This is an optimization exercise on Yosys and OpenROAD, whose aim is small area and a short achievable clock period, not a production implementation.

Setup of run K:
==> module fpu_pfx_add, before the edit <==
module fpu_pfx_add #(
	parameter int W = 32
) (
	input  logic [W-1:0] i_a,
	input  logic [W-1:0] i_b,
	input  logic         i_ci,
	output logic [W-1:0] o_sum,
	output logic         o_co
);
	localparam int L = (W >= 32) ? 6 : (W >= 16) ? 5 : (W >= 8) ? 4 : (W >= 4) ? 3 : (W >= 2) ? 2 : 1;
	logic [W:0] g [L+1];
	logic [W:0] p [L+1];
	always_comb begin
		g[0][0] = i_ci;
		p[0][0] = 1'b0;
		for (int i = 0; i < W; i++) begin
			g[0][i+1] = i_a[i] & i_b[i];
			p[0][i+1] = i_a[i] ^ i_b[i];
		end
		for (int l = 0; l < L; l++) begin
			for (int i = 0; i <= W; i++) begin
				if (l == 0 && i > 0) begin
					g[1][i] = g[0][i] | (p[0][i] & g[0][i-1]);
					p[1][i] = p[0][i] & p[0][i-1];
				end else if ((i >> l) & 1) begin
					g[l+1][i] = g[l][i] | (p[l][i] & g[l][((i >> l) << l) - 1]);
					p[l+1][i] = p[l][i] & p[l][((i >> l) << l) - 1];
				end else begin
					g[l+1][i] = g[l][i];
					p[l+1][i] = p[l][i];
				end
			end
		end
		for (int i = 0; i < W; i++) begin
			o_sum[i] = p[0][i+1] ^ g[L][i];
		end
		o_co = g[L][W];
	end
endmodule
==> module fpu_multiplier, before the edit <==
module fpu_multiplier (
	input  fpu_pkg::float_t i_a,
	input  fpu_pkg::float_t i_b,
	output logic [47:0]     o_raw,
	output logic [5:0]      o_shift,
	input  logic [47:23]    i_norm,
	output logic            o_top,
	output logic [31:0]     o_product_hi,
	output logic [31:0]     o_product_lo
);
	logic [23:0] a_mant;
	logic [23:0] b_mant;
	logic [4:0]  a_lz;
	logic [4:0]  b_lz;
	logic [5:0]  shift;
	logic [47:0] row0;
	logic [47:0] row1;
	logic [47:0] product;
	logic [47:23] norm;
	logic [7:0]  exp_base;
	assign a_mant = {|i_a.f.exp, i_a.f.frac};
	assign b_mant = {|i_b.f.exp, i_b.f.frac};
	fpu_lzc32 u_lza (.i_v({a_mant, 8'hff}), .o_cnt(a_lz));
	fpu_lzc32 u_lzb (.i_v({b_mant, 8'hff}), .o_cnt(b_lz));
	assign shift = {1'b0, a_lz} + {1'b0, b_lz};
	fpu_mul_tree u_tree (
		.i_a    (a_mant),
		.i_b    (b_mant),
		.o_row0 (row0),
		.o_row1 (row1)
	);
	logic prod_co;
	fpu_pfx_add #(.W(48)) u_cpa (
		.i_a   (row0),
		.i_b   (row1),
		.i_ci  (1'b0),
		.o_sum (product),
		.o_co  (prod_co)
	);
	assign o_raw   = product;
	assign o_shift = shift;
	assign norm    = i_norm;
	assign exp_base = (i_a.f.exp | {7'b0, ~|i_a.f.exp}) + (i_b.f.exp | {7'b0, ~|i_b.f.exp})
	                  - 8'(127) - {2'b0, shift};
	logic [7:0] exp_p1;
	logic       e_co;
	fpu_pfx_add #(.W(8)) u_ep1 (.i_a(exp_base), .i_b(8'h00), .i_ci(1'b1), .o_sum(exp_p1), .o_co(e_co));
	assign o_top = norm[47];
	assign o_product_hi = {i_a.f.sign ^ i_b.f.sign, exp_p1, norm[46:24]};
	assign o_product_lo = {i_a.f.sign ^ i_b.f.sign, exp_base, norm[45:23]};
endmodule
==> module fpu_top, before the edit <==
module fpu_top (
	input  logic             clk,
	input  logic             i_rst_n,
	input  logic [1:0]       i_op,
	input  logic [31:0]      i_a,
	input  logic [31:0]      i_b,
	output logic [31:0]      o_result
);
	fpu_pkg::float_t a_w;
	fpu_pkg::float_t b_w;
	logic   is_sub;
	logic   is_mul;
	logic   is_rsv;
	fpu_pkg::float_t eff_b;
	logic   sel_a;
	logic   sel_b;
	logic   sel_zero;
	logic   sel_inf;
	logic   sel_arith;
	fpu_pkg::float_t near_sum;
	fpu_pkg::float_t far_sum;
	logic   near;
	logic   prod_top;
	logic [31:0] product_hi;
	logic [31:0] product_lo;
	logic   sel_near;
	logic   sel_far;
	logic   sel_prod;
	logic   sign_x;
	logic [31:0] early;
	logic [31:0] next_result;
	logic [25:0] near_raw;
	logic [4:0]  near_lz;
	logic [47:0] prod_raw;
	logic [5:0]  prod_shift;
	logic [47:0] sh_in;
	logic [5:0]  sh_amt;
	logic [47:0] sh_out;
	assign a_w.word = i_a;
	assign b_w.word = i_b;
	assign is_sub = (i_op == fpu_pkg::op_sub);
	assign is_mul = (i_op == fpu_pkg::op_mul);
	assign is_rsv = (i_op == fpu_pkg::op_rsv);
	always_comb begin
		eff_b        = b_w;
		eff_b.f.sign = b_w.f.sign ^ is_sub;
	end
	fpu_special_case u_special (
		.i_a        (a_w),
		.i_b        (eff_b),
		.i_is_mul   (is_mul),
		.i_is_rsv   (is_rsv),
		.o_sel_a    (sel_a),
		.o_sel_b    (sel_b),
		.o_sel_zero (sel_zero),
		.o_sel_inf  (sel_inf),
		.o_sel_arith(sel_arith)
	);
	fpu_adder u_adder (
		.i_a        (a_w),
		.i_b        (eff_b),
		.o_near_raw (near_raw),
		.o_near_lz  (near_lz),
		.i_near_norm(sh_out[46:24]),
		.o_near     (near),
		.o_near_sum (near_sum),
		.o_far_sum  (far_sum)
	);
	fpu_multiplier u_mult (
		.i_a       (a_w),
		.i_b       (b_w),
		.o_raw     (prod_raw),
		.o_shift   (prod_shift),
		.i_norm    (sh_out[47:23]),
		.o_top        (prod_top),
		.o_product_hi (product_hi),
		.o_product_lo (product_lo)
	);
	assign sh_in  = is_mul ? prod_raw : {near_raw, 22'b0};
	assign sh_amt = is_mul ? prod_shift : {1'b0, near_lz};
	assign sh_out = sh_in << sh_amt;
	assign sign_x   = i_a[31] ^ i_b[31];
	assign sel_prod = sel_arith & is_mul;
	assign sel_near = sel_arith & ~is_mul & near;
	assign sel_far  = sel_arith & ~is_mul & ~near;
	assign early[31]    = (i_a[31] & sel_a) | (eff_b.f.sign & sel_b) | (sign_x & (sel_zero | sel_inf));
	assign early[30:23] = (i_a[30:23] & {8{sel_a}}) | (i_b[30:23] & {8{sel_b}}) | {8{sel_inf | is_rsv}};
	assign early[22]    = (i_a[22] & sel_a) | (i_b[22] & sel_b) | is_rsv;
	assign early[21:0]  = (i_a[21:0] & {22{sel_a}}) | (i_b[21:0] & {22{sel_b}});
	assign next_result = early
	                   | (near_sum.word & {32{sel_near}})
	                   | (far_sum.word & {32{sel_far}})
	                   | (product_hi & {32{sel_prod & prod_top}})
	                   | (product_lo & {32{sel_prod & ~prod_top}});
	always_ff @(posedge clk or negedge i_rst_n) begin
		if (!i_rst_n) begin
			o_result <= '0;
		end else begin
			o_result <= next_result;
		end
	end
endmodule
==> flow/config.mk <==
export PLATFORM = sky130hd
export DESIGN_NAME = fpu_top
export DESIGN_NICKNAME = fpu_top
export VERILOG_FILES = /design/flow/design.v
export SDC_FILE = /design/flow/constraint.sdc
export NUM_CORES = 4
export LEC_CHECK = 0
export ABC_AREA = 1
export CAP_MARGIN = 20
export CORE_MARGIN = 2
export CORE_UTILIZATION = 40
export SLEW_MARGIN = 20
==> flow/constraint.sdc <==
create_clock -name core_clock -period 17.0 [get_ports {clk}]
set_input_delay 3.4000 -clock core_clock [delete_from_list [all_inputs] [get_ports {clk}]]
set_output_delay 3.4000 -clock core_clock [all_outputs]
set_load 0.01 [all_outputs]
standard.sh (not shown) runs the stock make flow with config.mk's settings and CLKGATE_MAP_FILE= SYNTH_SCRIPT=/design/flow/synth_recipe.tcl, a recipe that flattens the netlist after the stock synthesis.
==> flow/flow/run.sh <==
#!/bin/bash
set -euo pipefail
ARGS=("SETUP_SLACK_MARGIN=6" "BUFFER_PORTS_ARGS=-buffer_cell sky130_fd_sc_hd__buf_2")
bash standard.sh "${ARGS[@]}" synth > flow_synth.log 2>&1
R=orfs/results/${FLOW_PLATFORM:-sky130hd}/fpu_top/base
cp "$R/1_2_yosys.v" "$R/1_2_yosys_std.v"
python3 flow/fixfa2.py "$R/1_2_yosys_std.v" "$R/1_2_yosys.v" > flow_fixfa.log 2>&1
touch "$R/1_2_yosys.v"
bash standard.sh "${ARGS[@]}" finish > flow_make.log 2>&1
Other scripts of this flow, unchanged in this note and not shown: flow/flow/fixfa2.py
Run K ended with every stage complete and zero timing, DRC or antenna violations.
Setup changes, run K to run G
--- a/flow/design.v
+++ b/flow/design.v
@@ -35,12 +35,9 @@
 			p[0][i+1] = i_a[i] ^ i_b[i];
 		end
 		for (int l = 0; l < L; l++) begin
 			for (int i = 0; i <= W; i++) begin
-				if (l == 0 && i > 0) begin
-					g[1][i] = g[0][i] | (p[0][i] & g[0][i-1]);
-					p[1][i] = p[0][i] & p[0][i-1];
-				end else if ((i >> l) & 1) begin
+				if ((i >> l) & 1) begin
 					g[l+1][i] = g[l][i] | (p[l][i] & g[l][((i >> l) << l) - 1]);
 					p[l+1][i] = p[l][i] & p[l][((i >> l) << l) - 1];
 				end else begin
 					g[l+1][i] = g[l][i];
@@ -378,11 +375,9 @@
 	input  fpu_pkg::float_t i_b,
 	output logic [47:0]     o_raw,
 	output logic [5:0]      o_shift,
 	input  logic [47:23]    i_norm,
-	output logic            o_top,
-	output logic [31:0]     o_product_hi,
-	output logic [31:0]     o_product_lo
+	output fpu_pkg::float_t o_product
 );
 	logic [23:0] a_mant;
 	logic [23:0] b_mant;
 	logic [4:0]  a_lz;
@@ -419,11 +414,18 @@
 	                  - 8'(127) - {2'b0, shift};
 	logic [7:0] exp_p1;
 	logic       e_co;
 	fpu_pfx_add #(.W(8)) u_ep1 (.i_a(exp_base), .i_b(8'h00), .i_ci(1'b1), .o_sum(exp_p1), .o_co(e_co));
-	assign o_top = norm[47];
-	assign o_product_hi = {i_a.f.sign ^ i_b.f.sign, exp_p1, norm[46:24]};
-	assign o_product_lo = {i_a.f.sign ^ i_b.f.sign, exp_base, norm[45:23]};
+	always_comb begin
+		o_product.f.sign = i_a.f.sign ^ i_b.f.sign;
+		if (norm[47]) begin
+			o_product.f.exp  = exp_p1;
+			o_product.f.frac = norm[46:24];
+		end else begin
+			o_product.f.exp  = exp_base;
+			o_product.f.frac = norm[45:23];
+		end
+	end
 endmodule
 module fpu_mul_tree (
 	input  logic [23:0] i_a,
 	input  logic [23:0] i_b,
@@ -929,11 +931,9 @@
 	logic   sel_arith;
 	fpu_pkg::float_t near_sum;
 	fpu_pkg::float_t far_sum;
 	logic   near;
-	logic   prod_top;
-	logic [31:0] product_hi;
-	logic [31:0] product_lo;
+	fpu_pkg::float_t product;
 	logic   sel_near;
 	logic   sel_far;
 	logic   sel_prod;
 	logic   sign_x;
@@ -981,11 +981,9 @@
 		.i_b       (b_w),
 		.o_raw     (prod_raw),
 		.o_shift   (prod_shift),
 		.i_norm    (sh_out[47:23]),
-		.o_top        (prod_top),
-		.o_product_hi (product_hi),
-		.o_product_lo (product_lo)
+		.o_product (product)
 	);
 	assign sh_in  = is_mul ? prod_raw : {near_raw, 22'b0};
 	assign sh_amt = is_mul ? prod_shift : {1'b0, near_lz};
 	assign sh_out = sh_in << sh_amt;
@@ -999,10 +997,9 @@
 	assign early[21:0]  = (i_a[21:0] & {22{sel_a}}) | (i_b[21:0] & {22{sel_b}});
 	assign next_result = early
 	                   | (near_sum.word & {32{sel_near}})
 	                   | (far_sum.word & {32{sel_far}})
-	                   | (product_hi & {32{sel_prod & prod_top}})
-	                   | (product_lo & {32{sel_prod & ~prod_top}});
+	                   | (product.word & {32{sel_prod}});
 	always_ff @(posedge clk or negedge i_rst_n) begin
 		if (!i_rst_n) begin
 			o_result <= '0;
 		end else begin
## What came out
Global-route usage of run K is on par with run G. Routed length on met3 ended up 3.5% lower on run G than on run K. Status: number of global-route vias before repair parity (run K, run G). Against run K, synthesized cell count in run G fell slightly. Where summed instance area of the synthesized netlist is concerned, run K is better than run G. Run G and run K ended up with roughly the same number of maximum-capacitance violations.
No functional check of the RTL was part of any run of this note.

afterwards: timing with drivers on the ports:
In the flow no input, the clock included, has a driving cell. The finished layouts below were timed again as built, in two steps.
Step 1: set_driving_cell puts a clkbuf_16 on clk and a buf_2 on each other input, an assumption about the parent block.
Step 2 moves the port delays by t, midway between the first and last clock arrival at a register: inputs arrive t later, outputs are due t later. That takes back most of the time a late clock gives input paths.
a / b / c = ideal / step 1 / step 2; a / b = the first two.
run | shift t [ns] | setup WS [ns] | clock arrival spread, ns
run K | 0.317 | 6.284 / 6.301 / 5.984 | 0.008 / 0.008
run G | 0.307 | 6.269 / 6.279 / 5.972 | 0.006 / 0.006
After both steps setup and hold are still met in every run listed. For run K, which loses most, drivers alone change the setup slack by +0.017 ns; drivers and shift together by -0.300 ns.
